What follows belongs to an exercise in optimizing a design on an open flow for small area, a short achievable clock period and few clock cycles per item; a production flow would make more cautious choices. Only simulation tests tie the RTL to the original design; equivalence was not proved.

Setup of quartz:
==> module recover_mul, before the edit <==
module recover_mul (
    input  logic [7:0]  d,
    input  logic [11:0] rs,
    input  logic        over,
    output logic [11:0] p
);
    logic [19:0] prod;
    assign prod = 20'(d) * 20'(rs) - (over ? 20'(d) : 20'd0);
    assign p    = prod[19:8];
endmodule
==> module recover_ch, before the edit <==
module recover_ch (
    input  logic [7:0]  a,
    input  logic [11:0] p,
    input  logic        below,
    output logic [7:0]  y
);
    logic [7:0] mag;
    logic [8:0] sum;
    assign mag = (|p[11:8]) ? 8'hff : p[7:0];
    assign sum = {1'b0, a} + {1'b0, mag ^ {8{below}}} + {8'd0, below};
    always_comb begin
        if (below) y = sum[8] ? sum[7:0] : 8'h00;
        else       y = sum[8] ? 8'hff : sum[7:0];
    end
endmodule
==> module dehaze_top, before the edit <==
module dehaze_top (
    input  logic         clk,
    input  logic         rst,
    input  logic         in_valid,
    output logic         in_ready,
    input  logic [215:0] window,
    input  logic [23:0]  atm,
    input  logic [47:0]  atm_inv,
    output logic         out_valid,
    input  logic         out_ready,
    output logic [23:0]  out_pixel
);
    logic take;
    logic [71:0] chan_r, chan_g, chan_b;
    logic [11:0] ps_r, pc_r, ps_g, pc_g, ps_b, pc_b;
    logic [11:0] sum_r, sum_g, sum_b;
    for (genvar k = 0; k < 9; k++) begin : g_chan
        assign chan_r[8*k +: 8] = window[24*k + 16 +: 8];
        assign chan_g[8*k +: 8] = window[24*k + 8 +: 8];
        assign chan_b[8*k +: 8] = window[24*k +: 8];
    end
    sum9_cs u_sr (.x(chan_r), .ps(ps_r), .pc(pc_r));
    sum9_cs u_sg (.x(chan_g), .ps(ps_g), .pc(pc_g));
    sum9_cs u_sb (.x(chan_b), .ps(ps_b), .pc(pc_b));
    logic [47:0] sinv_c;
    for (genvar c = 0; c < 3; c++) begin : g_sinv
        assign sinv_c[16*c +: 16] = atm_inv[16*c +: 16] - {4'd0, atm_inv[16*c+4 +: 12]};
    end
    assign sum_r = ps_r + pc_r;
    assign sum_g = ps_g + pc_g;
    assign sum_b = ps_b + pc_b;
    logic        v1;
    logic [11:0] s1_sum_r, s1_sum_g, s1_sum_b;
    logic [47:0] s1_sinv;
    logic [23:0] s1_ctr;
    logic [23:0] s1_atm;
    logic [7:0]  mean_r, mean_g, mean_b;
    logic [7:0]  m_sel;
    logic [15:0] i_sel;
    mean9 u_mr (.sum(s1_sum_r), .mean(mean_r));
    mean9 u_mg (.sum(s1_sum_g), .mean(mean_g));
    mean9 u_mb (.sum(s1_sum_b), .mean(mean_b));
    dark_select u_sel (
        .m_r(mean_r), .m_g(mean_g), .m_b(mean_b),
        .i_r(s1_sinv[15:0]), .i_g(s1_sinv[31:16]), .i_b(s1_sinv[47:32]),
        .m_sel(m_sel), .i_sel(i_sel)
    );
    logic        v2;
    logic [7:0]  s2_m;
    logic [15:0] s2_i;
    logic [23:0] s2_ctr;
    logic [23:0] s2_atm;
    logic [1:0]  tk;
    logic [15:0] tn;
    trans_calc u_tc (.m(s2_m), .s(s2_i), .tn(tn), .k(tk));
    logic        v3;
    logic [15:0] s3_tn;
    logic [1:0]  s3_k;
    logic [23:0] s3_ctr;
    logic [23:0] s3_atm;
    logic [12:0] qh;
    logic [23:0] cdist;
    logic [2:0]  below;
    logic [11:0] rseed;
    recip_seed  u_rs (.tn(s3_tn), .qh(qh));
    recip_shift u_sh (.qh(qh), .k(s3_k), .rs(rseed));
    for (genvar c = 0; c < 3; c++) begin : g_dist
        assign below[c]       = s3_ctr[8*c +: 8] < s3_atm[8*c +: 8];
        assign cdist[8*c +: 8] = below[c] ? s3_atm[8*c +: 8] - s3_ctr[8*c +: 8]
                                          : s3_ctr[8*c +: 8] - s3_atm[8*c +: 8];
    end
    logic        v4;
    logic [15:0] s4_tn;
    logic [11:0] s4_rs;
    logic [23:0] s4_d;
    logic [2:0]  s4_below;
    logic [23:0] s4_atm;
    logic        over;
    recip_fix   u_rf (.rs(s4_rs), .tn(s4_tn), .over(over));
    logic        v5;
    logic [11:0] s5_rs;
    logic        s5_over;
    logic [23:0] s5_d;
    logic [2:0]  s5_below;
    logic [23:0] s5_atm;
    logic [35:0] offp;
    for (genvar c = 0; c < 3; c++) begin : g_mag
        recover_mul u_mg (.d(s5_d[8*c +: 8]), .rs(s5_rs), .over(s5_over), .p(offp[12*c +: 12]));
    end
    logic        v6;
    logic [35:0] s6_p;
    logic [2:0]  s6_below;
    logic [23:0] s6_atm;
    logic [23:0] rec_pix;
    for (genvar c = 0; c < 3; c++) begin : g_rec
        recover_ch u_rc (
            .a(s6_atm[8*c +: 8]), .p(s6_p[12*c +: 12]), .below(s6_below[c]),
            .y(rec_pix[8*c +: 8])
        );
    end
    record_fifo #(.W(24), .DEPTH(7)) u_out (
        .clk       (clk),
        .rst       (rst),
        .take      (take),
        .can_take  (in_ready),
        .in_valid  (v6),
        .in_data   (rec_pix),
        .out_valid (out_valid),
        .out_ready (out_ready),
        .out_data  (out_pixel)
    );
    assign take = in_valid && in_ready;
    always_ff @(posedge clk) begin
        if (rst) begin
            v1 <= 1'b0;
            v2 <= 1'b0;
            v3 <= 1'b0;
            v4 <= 1'b0;
            v5 <= 1'b0;
            v6 <= 1'b0;
        end else begin
            v1 <= take;
            v2 <= v1;
            v3 <= v2;
            v4 <= v3;
            v5 <= v4;
            v6 <= v5;
        end
    end
    always_ff @(posedge clk) begin
        begin
            s1_sum_r <= sum_r;
            s1_sum_g <= sum_g;
            s1_sum_b <= sum_b;
            s1_sinv  <= sinv_c;
            s1_ctr   <= window[24*4 +: 24];
            s1_atm   <= atm;
            s2_m     <= m_sel;
            s2_i     <= i_sel;
            s2_ctr   <= s1_ctr;
            s2_atm   <= s1_atm;
            s3_tn    <= tn;
            s3_k     <= tk;
            s3_ctr   <= s2_ctr;
            s3_atm   <= s2_atm;
            s4_tn    <= s3_tn;
            s4_rs    <= rseed;
            s4_d     <= cdist;
            s4_below <= below;
            s4_atm   <= s3_atm;
            s5_rs    <= s4_rs;
            s5_over  <= over;
            s5_d     <= s4_d;
            s5_below <= s4_below;
            s5_atm   <= s4_atm;
            s6_p     <= offp;
            s6_below <= s5_below;
            s6_atm   <= s5_atm;
        end
    end
endmodule
export LEC_CHECK = 0
export ABC_AREA = 1
export CAP_MARGIN = 20
export CORE_MARGIN = 2
export CORE_UTILIZATION = 55
export SETUP_SLACK_MARGIN = 4.5
export SLEW_MARGIN = 20
create_clock -name core_clock -period 10.0 [get_ports {clk}]
run.sh (not shown) runs the stock make flow with config.mk's settings and CLKGATE_MAP_FILE= SYNTH_SCRIPT=/design/flow/synth_recipe.tcl, a recipe that flattens the netlist after the stock synthesis.
quartz finished every stage and its layout cleared the timing, DRC and antenna checks.
Testbench counts of quartz, summed over its fixed seeds: cycles 2,456, items 2,400.
diff inputs: quartz => fjord
--- a/flow/design.v
+++ b/flow/design.v
@@ -256,29 +256,35 @@
 );
     logic [16:0] m;
     assign m    = {5'd0, rs} * {1'd0, tn};
     assign over = !m[16] && (|m[15:0]);
 endmodule
-module recover_mul (
+module recover_mag (
     input  logic [7:0]  d,
-    input  logic [11:0] rs,
-    input  logic        over,
-    output logic [11:0] p
+    input  logic [11:0] r,
+    output logic [7:0]  mag
 );
-    logic [19:0] prod;
-    assign prod = 20'(d) * 20'(rs) - (over ? 20'(d) : 20'd0);
-    assign p    = prod[19:8];
+    logic [18:0] low;
+    logic        hi;
+    assign low = ({19{d[0]}} & {7'd0, r})
+               + ({19{d[1]}} & {6'd0, r, 1'd0})
+               + ({19{d[2]}} & {5'd0, r, 2'd0})
+               + ({19{d[3]}} & {4'd0, r, 3'd0})
+               + ({19{d[4]}} & {3'd0, r, 4'd0})
+               + ({19{d[5]}} & {3'd0, r[10:0], 5'd0})
+               + ({19{d[6]}} & {3'd0, r[9:0], 6'd0})
+               + ({19{d[7]}} & {3'd0, r[8:0], 7'd0});
+    assign hi  = (d[5] && r[11]) || (d[6] && (|r[11:10])) || (d[7] && (|r[11:9]));
+    assign mag = (hi || (|low[18:16])) ? 8'hff : low[15:8];
 endmodule
 module recover_ch (
     input  logic [7:0]  a,
-    input  logic [11:0] p,
+    input  logic [7:0]  mag,
     input  logic        below,
     output logic [7:0]  y
 );
-    logic [7:0] mag;
     logic [8:0] sum;
-    assign mag = (|p[11:8]) ? 8'hff : p[7:0];
     assign sum = {1'b0, a} + {1'b0, mag ^ {8{below}}} + {8'd0, below};
     always_comb begin
         if (below) y = sum[8] ? sum[7:0] : 8'h00;
         else       y = sum[8] ? 8'hff : sum[7:0];
     end
@@ -360,29 +366,32 @@
     logic [11:0] s4_rs;
     logic [23:0] s4_d;
     logic [2:0]  s4_below;
     logic [23:0] s4_atm;
     logic        over;
+    logic [11:0] rs_less;
+    logic [11:0] recip;
     recip_fix   u_rf (.rs(s4_rs), .tn(s4_tn), .over(over));
+    assign rs_less = s4_rs - 12'd1;
+    assign recip   = over ? rs_less : s4_rs;
     logic        v5;
-    logic [11:0] s5_rs;
-    logic        s5_over;
+    logic [11:0] s5_r;
     logic [23:0] s5_d;
     logic [2:0]  s5_below;
     logic [23:0] s5_atm;
-    logic [35:0] offp;
+    logic [23:0] mag;
     for (genvar c = 0; c < 3; c++) begin : g_mag
-        recover_mul u_mg (.d(s5_d[8*c +: 8]), .rs(s5_rs), .over(s5_over), .p(offp[12*c +: 12]));
+        recover_mag u_mg (.d(s5_d[8*c +: 8]), .r(s5_r), .mag(mag[8*c +: 8]));
     end
     logic        v6;
-    logic [35:0] s6_p;
+    logic [23:0] s6_mag;
     logic [2:0]  s6_below;
     logic [23:0] s6_atm;
     logic [23:0] rec_pix;
     for (genvar c = 0; c < 3; c++) begin : g_rec
         recover_ch u_rc (
-            .a(s6_atm[8*c +: 8]), .p(s6_p[12*c +: 12]), .below(s6_below[c]),
+            .a(s6_atm[8*c +: 8]), .mag(s6_mag[8*c +: 8]), .below(s6_below[c]),
             .y(rec_pix[8*c +: 8])
         );
     end
     record_fifo #(.W(24), .DEPTH(7)) u_out (
         .clk       (clk),
@@ -432,16 +441,15 @@
             s4_tn    <= s3_tn;
             s4_rs    <= rseed;
             s4_d     <= cdist;
             s4_below <= below;
             s4_atm   <= s3_atm;
-            s5_rs    <= s4_rs;
-            s5_over  <= over;
+            s5_r     <= recip;
             s5_d     <= s4_d;
             s5_below <= s4_below;
             s5_atm   <= s4_atm;
-            s6_p     <= offp;
+            s6_mag   <= mag;
             s6_below <= s5_below;
             s6_atm   <= s5_atm;
         end
     end
 endmodule
Results
- Compared with quartz, fjord shows a die boundary height that is 1.8% lower.
- In fjord relative to quartz, number of buffers inserted during clock tree synthesis had gone down by a little under 10%.
- fjord against quartz; filler-free cell count of the finished design is down by a few percent.
- In the tables for quartz and fjord, fraction of area in non-clock buffers reads higher with fjord.
- The final reports for fjord and quartz show final design utilization higher in the former.
- Diff quartz -> fjord: final worst setup slack now smaller; number of distinct standard cells referenced by the synthesized netlist fell by 1; worst-case register-to-register setup slack dropped 0.09 ns; effective utilization at floorplan about even.
- Re clock-buffer cell count: fjord is 8 down on quartz.
Testbench counts of fjord, summed over its fixed seeds: cycles 2,456, items 2,400.

separate check: timing with driven ports:
In the flow no input, the clock included, has a driving cell. The finished layouts below were timed again as built, in two steps. Step 1 (the two cells are an assumption about what drives the block):
set clk [get_ports {clk}]
set_driving_cell -lib_cell sky130_fd_sc_hd__clkbuf_16 $clk
set_driving_cell -lib_cell sky130_fd_sc_hd__buf_2 [delete_from_list [all_inputs] $clk]
Step 2 moves the port delays by t, midway between the first and last clock arrival at a register: inputs arrive t later, outputs are due t later. That takes back most of the time a late clock gives input paths. a / b / c = ideal / step 1 / step 2; a / b = the first two.
run	t (ns)	setup WS [ns]	hold slack, ns	clock arrival spread, ns	worst data-port slew with drivers (ns)
quartz	0.718	4.492 / 4.458 / 3.944	0.315 / 0.315 / 0.315	0.027 / 0.026	0.08
fjord	0.689	4.399 / 4.399 / 3.915	0.305 / 0.305 / 0.305	0.028 / 0.028	0.07
After both steps setup and hold are still met in every run listed. The setup slack of quartz, which loses most, moves by -0.034 ns with the drivers and by -0.548 ns with both steps.
